This design comes from an exercise in tuning for small area on the open sky130 flow, not from production work.
Function was checked by simulation only, so behaviour that the tests miss may differ from the original.
Power and IR drop assume default switching activity.

==> inputs of wip/willow <==
Design adc_seek_top, start of the top module:
module adc_seek_top
(
    input  logic                       clk_div,
    input  logic                       en_buf_adc_data,
    input  logic                       sd_locked,
    input  logic                       adc_ready,
    input  adc_seek_pkg::adc_frame_t   adc_data,
    output adc_seek_pkg::tap_t         tap_value,
    output adc_seek_pkg::seek_ctrl_t   ctrl,
    output logic                       win_ok_all,
    output adc_seek_pkg::win_result_t  window,
    output adc_seek_pkg::seek_state_t  seek_state
);
export LEC_CHECK = 0
export CAP_MARGIN = 20
export CORE_MARGIN = 2
export CORE_UTILIZATION = 40
export SLEW_MARGIN = 20
create_clock -name core_clock -period 4.0 [get_ports {clk_div}]
run.sh (not shown) runs the stock make flow with config.mk's settings and CLKGATE_MAP_FILE= SYNTH_SCRIPT=/design/flow/synth_recipe.tcl, a recipe that flattens the netlist after the stock synthesis.
==> wip/yarrow: changes against wip/willow <==
--- a/flow/design.v
+++ b/flow/design.v
@@ -1,21 +1,21 @@
 package adc_seek_pkg;
     localparam int SAMPLE_W         = 10;
     localparam int SAMPLES_PER_LANE = 8;
     localparam int LANE_NUM         = 4;
     localparam logic [SAMPLE_W-1:0] RAMP_STEP = 10'd8;
     localparam int TAP_W = 9;
     localparam logic [TAP_W-1:0] TAP_MAX = 9'd511;
-    localparam int CNT_W = 16;
-    localparam logic [CNT_W-1:0] DETECT_WORDS   = 16'd64;
-    localparam logic [CNT_W-1:0] CLEAR_LEN      = 16'd2;
-    localparam logic [CNT_W-1:0] IODELAY_SETTLE = 16'd32;
-    localparam logic [CNT_W-1:0] SERDES_SETTLE  = 16'd16;
-    localparam logic [CNT_W-1:0] ADC_RST_LEN    = 16'd10;
+    localparam int CNT_W = 7;
+    localparam logic [CNT_W-1:0] DETECT_WORDS   = 7'd64;
+    localparam logic [CNT_W-1:0] CLEAR_LEN      = 7'd2;
+    localparam logic [CNT_W-1:0] IODELAY_SETTLE = 7'd32;
+    localparam logic [CNT_W-1:0] SERDES_SETTLE  = 7'd16;
+    localparam logic [CNT_W-1:0] ADC_RST_LEN    = 7'd10;
     typedef logic [SAMPLES_PER_LANE*SAMPLE_W-1:0] lane_word_t;
     typedef struct packed {
         lane_word_t a;
         lane_word_t b;
         lane_word_t c;
         lane_word_t d;
     } adc_frame_t;
     typedef logic [TAP_W-1:0] tap_t;
@@ -51,64 +51,56 @@
         ADC_WAIT,
         NORMAL
     } seek_state_t;
 endpackage
 `timescale 1ns/10ps
 module lane_ramp_checker
 (
     input  logic                      clk_div,
-    input  logic                      en_buf_adc_data,
     input  adc_seek_pkg::lane_word_t  lane_in,
-    input  logic                      check_clear,
-    output logic                      lane_error
+    output logic                      lane_mismatch
 );
     adc_seek_pkg::lane_word_t                   prev_word;
     logic [adc_seek_pkg::SAMPLES_PER_LANE-1:0]  mismatch;
-    logic [adc_seek_pkg::SAMPLES_PER_LANE-1:0]  err_flag;
-    always_ff @(posedge clk_div or posedge en_buf_adc_data)
-    begin
-        if (en_buf_adc_data)
-            prev_word <= '0;
-        else
-            prev_word <= lane_in;
-    end
+    always_ff @(posedge clk_div)
+        prev_word <= lane_in;
     for (genvar i = 0; i < adc_seek_pkg::SAMPLES_PER_LANE; i++)
     begin : g_sample
-        logic [adc_seek_pkg::SAMPLE_W-1:0] expected;
-        assign expected = prev_word[i*adc_seek_pkg::SAMPLE_W +: adc_seek_pkg::SAMPLE_W]
-                          + adc_seek_pkg::RAMP_STEP;
-        assign mismatch[i] =
-            (lane_in[i*adc_seek_pkg::SAMPLE_W +: adc_seek_pkg::SAMPLE_W] != expected);
-    end
-    always_ff @(posedge clk_div or posedge en_buf_adc_data)
-    begin
-        if (en_buf_adc_data)
-            err_flag <= '0;
-        else if (check_clear)
-            err_flag <= '0;
-        else
-            err_flag <= err_flag | mismatch;
+        logic [9:0] a;
+        logic [9:0] b;
+        logic [6:0] c;
+        logic [9:0] diff;
+        assign a = lane_in[i*adc_seek_pkg::SAMPLE_W +: adc_seek_pkg::SAMPLE_W];
+        assign b = prev_word[i*adc_seek_pkg::SAMPLE_W +: adc_seek_pkg::SAMPLE_W];
+        assign c[0] = 1'b1;
+        for (genvar j = 1; j < 7; j++)
+        begin : g_carry
+            assign c[j] = c[j-1] & ~a[j+2];
+        end
+        assign diff[2:0] = a[2:0] ^ b[2:0];
+        assign diff[9:3] = a[9:3] ^ b[9:3] ^ c;
+        assign mismatch[i] = |diff;
     end
-    assign lane_error = |err_flag;
+    assign lane_mismatch = |mismatch;
 endmodule
 `timescale 1ns/10ps
 module tap_window_register
 (
     input  logic                       clk_div,
     input  logic                       en_buf_adc_data,
     input  adc_seek_pkg::tap_cmd_t     cmd,
-    input  logic                       last_tap,
+    input  logic                       end_at_tap,
     output adc_seek_pkg::tap_t         tap,
     output adc_seek_pkg::win_result_t  result
 );
     logic [adc_seek_pkg::TAP_W:0]  center_sum;
     adc_seek_pkg::tap_t            end_value;
     assign center_sum = {1'b0, result.first_tap} + {1'b0, result.end_tap};
-    assign end_value = last_tap ? tap : tap - 1'b1;
+    assign end_value = end_at_tap ? tap : tap - 1'b1;
     always_ff @(posedge clk_div or posedge en_buf_adc_data)
     begin
         if (en_buf_adc_data)
         begin
             tap <= '0;
         end
         else if (cmd.tap_clear)
         begin
@@ -150,34 +142,35 @@
 endmodule
 `timescale 1ns/10ps
 module seek_sequencer
 (
     input  logic                       clk_div,
     input  logic                       en_buf_adc_data,
     input  logic                       sd_locked,
     input  logic                       adc_ready,
-    input  logic                       ramp_error,
+    input  logic                       ramp_mismatch,
     input  adc_seek_pkg::tap_t         tap,
     input  adc_seek_pkg::win_result_t  result,
     output adc_seek_pkg::tap_cmd_t     cmd,
-    output logic                       last_tap,
-    output logic                       check_clear,
+    output logic                       end_at_tap,
     output adc_seek_pkg::seek_ctrl_t   ctrl,
     output logic                       win_ok_all,
     output adc_seek_pkg::seek_state_t  state
 );
     adc_seek_pkg::seek_state_t       state_nxt;
     adc_seek_pkg::seek_ctrl_t        ctrl_nxt;
     logic [adc_seek_pkg::CNT_W-1:0]  cnt;
     logic [adc_seek_pkg::CNT_W-1:0]  cnt_nxt;
     logic                            det_pass;
     logic                            det_pass_nxt;
     logic                            at_max;
     logic                            clean_done;
+    logic                            check_clear;
+    logic                            ramp_error;
     assign at_max     = (tap == adc_seek_pkg::TAP_MAX);
     assign clean_done = (cnt == adc_seek_pkg::CLEAR_LEN + adc_seek_pkg::DETECT_WORDS - 1'b1);
     assign check_clear = (state != adc_seek_pkg::DETECT) || (cnt < adc_seek_pkg::CLEAR_LEN);
     always_comb
     begin
         state_nxt    = state;
         cnt_nxt      = cnt;
         det_pass_nxt = det_pass;
@@ -304,36 +297,37 @@
                                (state == adc_seek_pkg::TAP_LOAD) ||
                                (state == adc_seek_pkg::CENTER_LOAD);
         ctrl_nxt.spi_rstn    = (state != adc_seek_pkg::IDLE) &&
                                (state != adc_seek_pkg::ADC_RESET);
         ctrl_nxt.test_mode   = (state != adc_seek_pkg::ADC_RESET) &&
                                (state != adc_seek_pkg::ADC_WAIT) &&
                                (state != adc_seek_pkg::NORMAL);
     end
+    assign end_at_tap = det_pass;
+    always_ff @(posedge clk_div)
+        ramp_error <= !check_clear && (ramp_error || ramp_mismatch);
+    always_ff @(posedge clk_div)
+    begin
+        cnt      <= cnt_nxt;
+        det_pass <= det_pass_nxt;
+    end
     always_ff @(posedge clk_div or posedge en_buf_adc_data)
     begin
         if (en_buf_adc_data)
         begin
             state      <= adc_seek_pkg::IDLE;
-            cnt        <= '0;
-            det_pass   <= 1'b0;
-            last_tap   <= 1'b0;
             ctrl       <= 3'b101;  
             win_ok_all <= 1'b0;
         end
         else
         begin
             state    <= state_nxt;
-            cnt      <= cnt_nxt;
-            det_pass <= det_pass_nxt;
             ctrl     <= ctrl_nxt;
             win_ok_all <= win_ok_all | (state == adc_seek_pkg::NORMAL);
-            if (state == adc_seek_pkg::DETECT)
-                last_tap <= at_max && !ramp_error;
         end
     end
 endmodule
 `timescale 1ns/10ps
 module adc_seek_top
 (
     input  logic                       clk_div,
     input  logic                       en_buf_adc_data,
@@ -342,52 +336,48 @@
     input  adc_seek_pkg::adc_frame_t   adc_data,
     output adc_seek_pkg::tap_t         tap_value,
     output adc_seek_pkg::seek_ctrl_t   ctrl,
     output logic                       win_ok_all,
     output adc_seek_pkg::win_result_t  window,
     output adc_seek_pkg::seek_state_t  seek_state
 );
     adc_seek_pkg::lane_word_t [adc_seek_pkg::LANE_NUM-1:0]  lane_words;
-    logic [adc_seek_pkg::LANE_NUM-1:0]                      lane_error;
-    logic                                                   ramp_error;
-    logic                                                   check_clear;
-    logic                                                   last_tap;
+    logic [adc_seek_pkg::LANE_NUM-1:0]                      lane_mismatch;
+    logic                                                   ramp_mismatch;
+    logic                                                   end_at_tap;
     adc_seek_pkg::tap_cmd_t                                 tap_cmd;
     assign lane_words = adc_data;
-    assign ramp_error = |lane_error;
+    assign ramp_mismatch = |lane_mismatch;
     for (genvar l = 0; l < adc_seek_pkg::LANE_NUM; l++)
     begin : g_lane
         lane_ramp_checker i_checker
         (
             .clk_div         (clk_div),
-            .en_buf_adc_data (en_buf_adc_data),
             .lane_in         (lane_words[l]),
-            .check_clear     (check_clear),
-            .lane_error      (lane_error[l])
+            .lane_mismatch   (lane_mismatch[l])
         );
     end
     tap_window_register i_tap_reg
     (
         .clk_div         (clk_div),
         .en_buf_adc_data (en_buf_adc_data),
         .cmd             (tap_cmd),
-        .last_tap        (last_tap),
+        .end_at_tap      (end_at_tap),
         .tap             (tap_value),
         .result          (window)
     );
     seek_sequencer i_seq
     (
         .clk_div         (clk_div),
         .en_buf_adc_data (en_buf_adc_data),
         .sd_locked       (sd_locked),
         .adc_ready       (adc_ready),
-        .ramp_error      (ramp_error),
+        .ramp_mismatch   (ramp_mismatch),
         .tap             (tap_value),
         .result          (window),
         .cmd             (tap_cmd),
-        .last_tap        (last_tap),
-        .check_clear     (check_clear),
+        .end_at_tap      (end_at_tap),
         .ctrl            (ctrl),
         .win_ok_all      (win_ok_all),
         .state           (seek_state)
     );
 endmodule
- CORE_UTILIZATION: 40 -> 60
- CTS_BUF_LIST: default -> sky130_fd_sc_hd__clkbuf_4
==> wip/fjord: changes against wip/willow <==
--- a/flow/design.v
+++ b/flow/design.v
@@ -1,21 +1,21 @@
 package adc_seek_pkg;
     localparam int SAMPLE_W         = 10;
     localparam int SAMPLES_PER_LANE = 8;
     localparam int LANE_NUM         = 4;
     localparam logic [SAMPLE_W-1:0] RAMP_STEP = 10'd8;
     localparam int TAP_W = 9;
     localparam logic [TAP_W-1:0] TAP_MAX = 9'd511;
-    localparam int CNT_W = 16;
-    localparam logic [CNT_W-1:0] DETECT_WORDS   = 16'd64;
-    localparam logic [CNT_W-1:0] CLEAR_LEN      = 16'd2;
-    localparam logic [CNT_W-1:0] IODELAY_SETTLE = 16'd32;
-    localparam logic [CNT_W-1:0] SERDES_SETTLE  = 16'd16;
-    localparam logic [CNT_W-1:0] ADC_RST_LEN    = 16'd10;
+    localparam int CNT_W = 7;
+    localparam logic [CNT_W-1:0] DETECT_WORDS   = 7'd64;
+    localparam logic [CNT_W-1:0] CLEAR_LEN      = 7'd2;
+    localparam logic [CNT_W-1:0] IODELAY_SETTLE = 7'd32;
+    localparam logic [CNT_W-1:0] SERDES_SETTLE  = 7'd16;
+    localparam logic [CNT_W-1:0] ADC_RST_LEN    = 7'd10;
     typedef logic [SAMPLES_PER_LANE*SAMPLE_W-1:0] lane_word_t;
     typedef struct packed {
         lane_word_t a;
         lane_word_t b;
         lane_word_t c;
         lane_word_t d;
     } adc_frame_t;
     typedef logic [TAP_W-1:0] tap_t;
@@ -51,64 +51,56 @@
         ADC_WAIT,
         NORMAL
     } seek_state_t;
 endpackage
 `timescale 1ns/10ps
 module lane_ramp_checker
 (
     input  logic                      clk_div,
-    input  logic                      en_buf_adc_data,
     input  adc_seek_pkg::lane_word_t  lane_in,
-    input  logic                      check_clear,
-    output logic                      lane_error
+    output logic                      lane_mismatch
 );
     adc_seek_pkg::lane_word_t                   prev_word;
     logic [adc_seek_pkg::SAMPLES_PER_LANE-1:0]  mismatch;
-    logic [adc_seek_pkg::SAMPLES_PER_LANE-1:0]  err_flag;
-    always_ff @(posedge clk_div or posedge en_buf_adc_data)
-    begin
-        if (en_buf_adc_data)
-            prev_word <= '0;
-        else
-            prev_word <= lane_in;
-    end
+    always_ff @(posedge clk_div)
+        prev_word <= lane_in;
     for (genvar i = 0; i < adc_seek_pkg::SAMPLES_PER_LANE; i++)
     begin : g_sample
-        logic [adc_seek_pkg::SAMPLE_W-1:0] expected;
-        assign expected = prev_word[i*adc_seek_pkg::SAMPLE_W +: adc_seek_pkg::SAMPLE_W]
-                          + adc_seek_pkg::RAMP_STEP;
-        assign mismatch[i] =
-            (lane_in[i*adc_seek_pkg::SAMPLE_W +: adc_seek_pkg::SAMPLE_W] != expected);
-    end
-    always_ff @(posedge clk_div or posedge en_buf_adc_data)
-    begin
-        if (en_buf_adc_data)
-            err_flag <= '0;
-        else if (check_clear)
-            err_flag <= '0;
-        else
-            err_flag <= err_flag | mismatch;
+        logic [9:0] a;
+        logic [9:0] b;
+        logic [6:0] c;
+        logic [9:0] diff;
+        assign a = lane_in[i*adc_seek_pkg::SAMPLE_W +: adc_seek_pkg::SAMPLE_W];
+        assign b = prev_word[i*adc_seek_pkg::SAMPLE_W +: adc_seek_pkg::SAMPLE_W];
+        assign c[0] = 1'b1;
+        for (genvar j = 1; j < 7; j++)
+        begin : g_carry
+            assign c[j] = c[j-1] & ~a[j+2];
+        end
+        assign diff[2:0] = a[2:0] ^ b[2:0];
+        assign diff[9:3] = a[9:3] ^ b[9:3] ^ c;
+        assign mismatch[i] = |diff;
     end
-    assign lane_error = |err_flag;
+    assign lane_mismatch = |mismatch;
 endmodule
 `timescale 1ns/10ps
 module tap_window_register
 (
     input  logic                       clk_div,
     input  logic                       en_buf_adc_data,
     input  adc_seek_pkg::tap_cmd_t     cmd,
-    input  logic                       last_tap,
+    input  logic                       end_at_tap,
     output adc_seek_pkg::tap_t         tap,
     output adc_seek_pkg::win_result_t  result
 );
     logic [adc_seek_pkg::TAP_W:0]  center_sum;
     adc_seek_pkg::tap_t            end_value;
     assign center_sum = {1'b0, result.first_tap} + {1'b0, result.end_tap};
-    assign end_value = last_tap ? tap : tap - 1'b1;
+    assign end_value = end_at_tap ? tap : tap - 1'b1;
     always_ff @(posedge clk_div or posedge en_buf_adc_data)
     begin
         if (en_buf_adc_data)
         begin
             tap <= '0;
         end
         else if (cmd.tap_clear)
         begin
@@ -150,34 +142,35 @@
 endmodule
 `timescale 1ns/10ps
 module seek_sequencer
 (
     input  logic                       clk_div,
     input  logic                       en_buf_adc_data,
     input  logic                       sd_locked,
     input  logic                       adc_ready,
-    input  logic                       ramp_error,
+    input  logic                       ramp_mismatch,
     input  adc_seek_pkg::tap_t         tap,
     input  adc_seek_pkg::win_result_t  result,
     output adc_seek_pkg::tap_cmd_t     cmd,
-    output logic                       last_tap,
-    output logic                       check_clear,
+    output logic                       end_at_tap,
     output adc_seek_pkg::seek_ctrl_t   ctrl,
     output logic                       win_ok_all,
     output adc_seek_pkg::seek_state_t  state
 );
     adc_seek_pkg::seek_state_t       state_nxt;
     adc_seek_pkg::seek_ctrl_t        ctrl_nxt;
     logic [adc_seek_pkg::CNT_W-1:0]  cnt;
     logic [adc_seek_pkg::CNT_W-1:0]  cnt_nxt;
     logic                            det_pass;
     logic                            det_pass_nxt;
     logic                            at_max;
     logic                            clean_done;
+    logic                            check_clear;
+    logic                            ramp_error;
     assign at_max     = (tap == adc_seek_pkg::TAP_MAX);
     assign clean_done = (cnt == adc_seek_pkg::CLEAR_LEN + adc_seek_pkg::DETECT_WORDS - 1'b1);
     assign check_clear = (state != adc_seek_pkg::DETECT) || (cnt < adc_seek_pkg::CLEAR_LEN);
     always_comb
     begin
         state_nxt    = state;
         cnt_nxt      = cnt;
         det_pass_nxt = det_pass;
@@ -304,36 +297,37 @@
                                (state == adc_seek_pkg::TAP_LOAD) ||
                                (state == adc_seek_pkg::CENTER_LOAD);
         ctrl_nxt.spi_rstn    = (state != adc_seek_pkg::IDLE) &&
                                (state != adc_seek_pkg::ADC_RESET);
         ctrl_nxt.test_mode   = (state != adc_seek_pkg::ADC_RESET) &&
                                (state != adc_seek_pkg::ADC_WAIT) &&
                                (state != adc_seek_pkg::NORMAL);
     end
+    assign end_at_tap = det_pass;
+    always_ff @(posedge clk_div)
+        ramp_error <= !check_clear && (ramp_error || ramp_mismatch);
+    always_ff @(posedge clk_div)
+    begin
+        cnt      <= cnt_nxt;
+        det_pass <= det_pass_nxt;
+    end
     always_ff @(posedge clk_div or posedge en_buf_adc_data)
     begin
         if (en_buf_adc_data)
         begin
             state      <= adc_seek_pkg::IDLE;
-            cnt        <= '0;
-            det_pass   <= 1'b0;
-            last_tap   <= 1'b0;
             ctrl       <= 3'b101;  
             win_ok_all <= 1'b0;
         end
         else
         begin
             state    <= state_nxt;
-            cnt      <= cnt_nxt;
-            det_pass <= det_pass_nxt;
             ctrl     <= ctrl_nxt;
             win_ok_all <= win_ok_all | (state == adc_seek_pkg::NORMAL);
-            if (state == adc_seek_pkg::DETECT)
-                last_tap <= at_max && !ramp_error;
         end
     end
 endmodule
 `timescale 1ns/10ps
 module adc_seek_top
 (
     input  logic                       clk_div,
     input  logic                       en_buf_adc_data,
@@ -342,52 +336,48 @@
     input  adc_seek_pkg::adc_frame_t   adc_data,
     output adc_seek_pkg::tap_t         tap_value,
     output adc_seek_pkg::seek_ctrl_t   ctrl,
     output logic                       win_ok_all,
     output adc_seek_pkg::win_result_t  window,
     output adc_seek_pkg::seek_state_t  seek_state
 );
     adc_seek_pkg::lane_word_t [adc_seek_pkg::LANE_NUM-1:0]  lane_words;
-    logic [adc_seek_pkg::LANE_NUM-1:0]                      lane_error;
-    logic                                                   ramp_error;
-    logic                                                   check_clear;
-    logic                                                   last_tap;
+    logic [adc_seek_pkg::LANE_NUM-1:0]                      lane_mismatch;
+    logic                                                   ramp_mismatch;
+    logic                                                   end_at_tap;
     adc_seek_pkg::tap_cmd_t                                 tap_cmd;
     assign lane_words = adc_data;
-    assign ramp_error = |lane_error;
+    assign ramp_mismatch = |lane_mismatch;
     for (genvar l = 0; l < adc_seek_pkg::LANE_NUM; l++)
     begin : g_lane
         lane_ramp_checker i_checker
         (
             .clk_div         (clk_div),
-            .en_buf_adc_data (en_buf_adc_data),
             .lane_in         (lane_words[l]),
-            .check_clear     (check_clear),
-            .lane_error      (lane_error[l])
+            .lane_mismatch   (lane_mismatch[l])
         );
     end
     tap_window_register i_tap_reg
     (
         .clk_div         (clk_div),
         .en_buf_adc_data (en_buf_adc_data),
         .cmd             (tap_cmd),
-        .last_tap        (last_tap),
+        .end_at_tap      (end_at_tap),
         .tap             (tap_value),
         .result          (window)
     );
     seek_sequencer i_seq
     (
         .clk_div         (clk_div),
         .en_buf_adc_data (en_buf_adc_data),
         .sd_locked       (sd_locked),
         .adc_ready       (adc_ready),
-        .ramp_error      (ramp_error),
+        .ramp_mismatch   (ramp_mismatch),
         .tap             (tap_value),
         .result          (window),
         .cmd             (tap_cmd),
-        .last_tap        (last_tap),
-        .check_clear     (check_clear),
+        .end_at_tap      (end_at_tap),
         .ctrl            (ctrl),
         .win_ok_all      (win_ok_all),
         .state           (seek_state)
     );
 endmodule
==> run notes <==
                                                                     wip/yarrow       wip/fjord      wip/willow
Post-synthesis async set-or-reset flop share                              10.1%           10.1%            100%
Power of the combinational group                                      0.00252 W       0.00250 W       0.00162 W
Number of enable-type register cells in the synthesized netlist               8               8               0
Crit path arrival time                                                  4180 ps         4220 ps         3380 ps
Global-route wire length before repair                           85,500 microns  85,200 microns  78,300 microns
Outcome                                                timing/DRC/antenna clean  timing/DRC/antenna clean  timing/DRC/antenna clean
Final setup slack of the worst path                                      387 ps          238 ps         1050 ps
Min Hold Slack                                                           491 ps          475 ps          484 ps
Largest net degree at the start of global routing                            38              38              96
Sequential share of the synthesized area                                  48.3%           48.3%           52.2%
Post-Synth XOR/XNOR Area                                                  18.0%           18.0%           16.9%
Post-Synth Simple-Gate Area                                               16.5%           16.5%           13.8%
WP buf/inv                                                                    2               2               0
Power density of the placed cells                                   472 mW/mm^2     484 mW/mm^2     414 mW/mm^2
Worst-case reg-to-reg path depth                                              9              11              10
Via count of the routed design                                           14,874          13,568          14,713
Global-route total usage across every layer                               40.3%           28.2%           19.3%
Post-synthesis mux area share                                             1.66%           1.66%           1.09%
Synthesized area per cell                                            10.0 sq um      10.0 sq um      10.9 sq um

==> static timing again, ports no longer ideal <==
In the flow no input, the clock included, has a driving cell. The finished layouts below were timed again as built, in two steps. Step 1 (the two cells are an assumption about what drives the block):
set clk [get_ports {clk_div}]
set_driving_cell -lib_cell sky130_fd_sc_hd__clkbuf_16 $clk
set_driving_cell -lib_cell sky130_fd_sc_hd__buf_2 [delete_from_list [all_inputs] $clk]
Step 2 moves the port delays by t, midway between the first and last clock arrival at a register: inputs arrive t later, outputs are due t later. That takes back most of the time a late clock gives input paths. Three values: ideal ports, drivers, drivers and shift; two values: the first two.
| run | t (ns) | slack for setup (ns) | pins driven straight from the clock port |
|---|---|---|---|
| wip/willow | 0.623 | 1.050 / 1.050 / 1.050 | 1 |
| wip/yarrow | 0.758 | 0.387 / 0.402 / -0.356 | 1 |
| wip/fjord | 0.623 | 0.238 / 0.272 / -0.351 | 1 |
Met with ideal ports but missed after step 2: setup timing in wip/yarrow and wip/fjord. The setup slack of wip/yarrow, which loses most, moves by +0.015 ns with the drivers and by -0.743 ns with both steps.
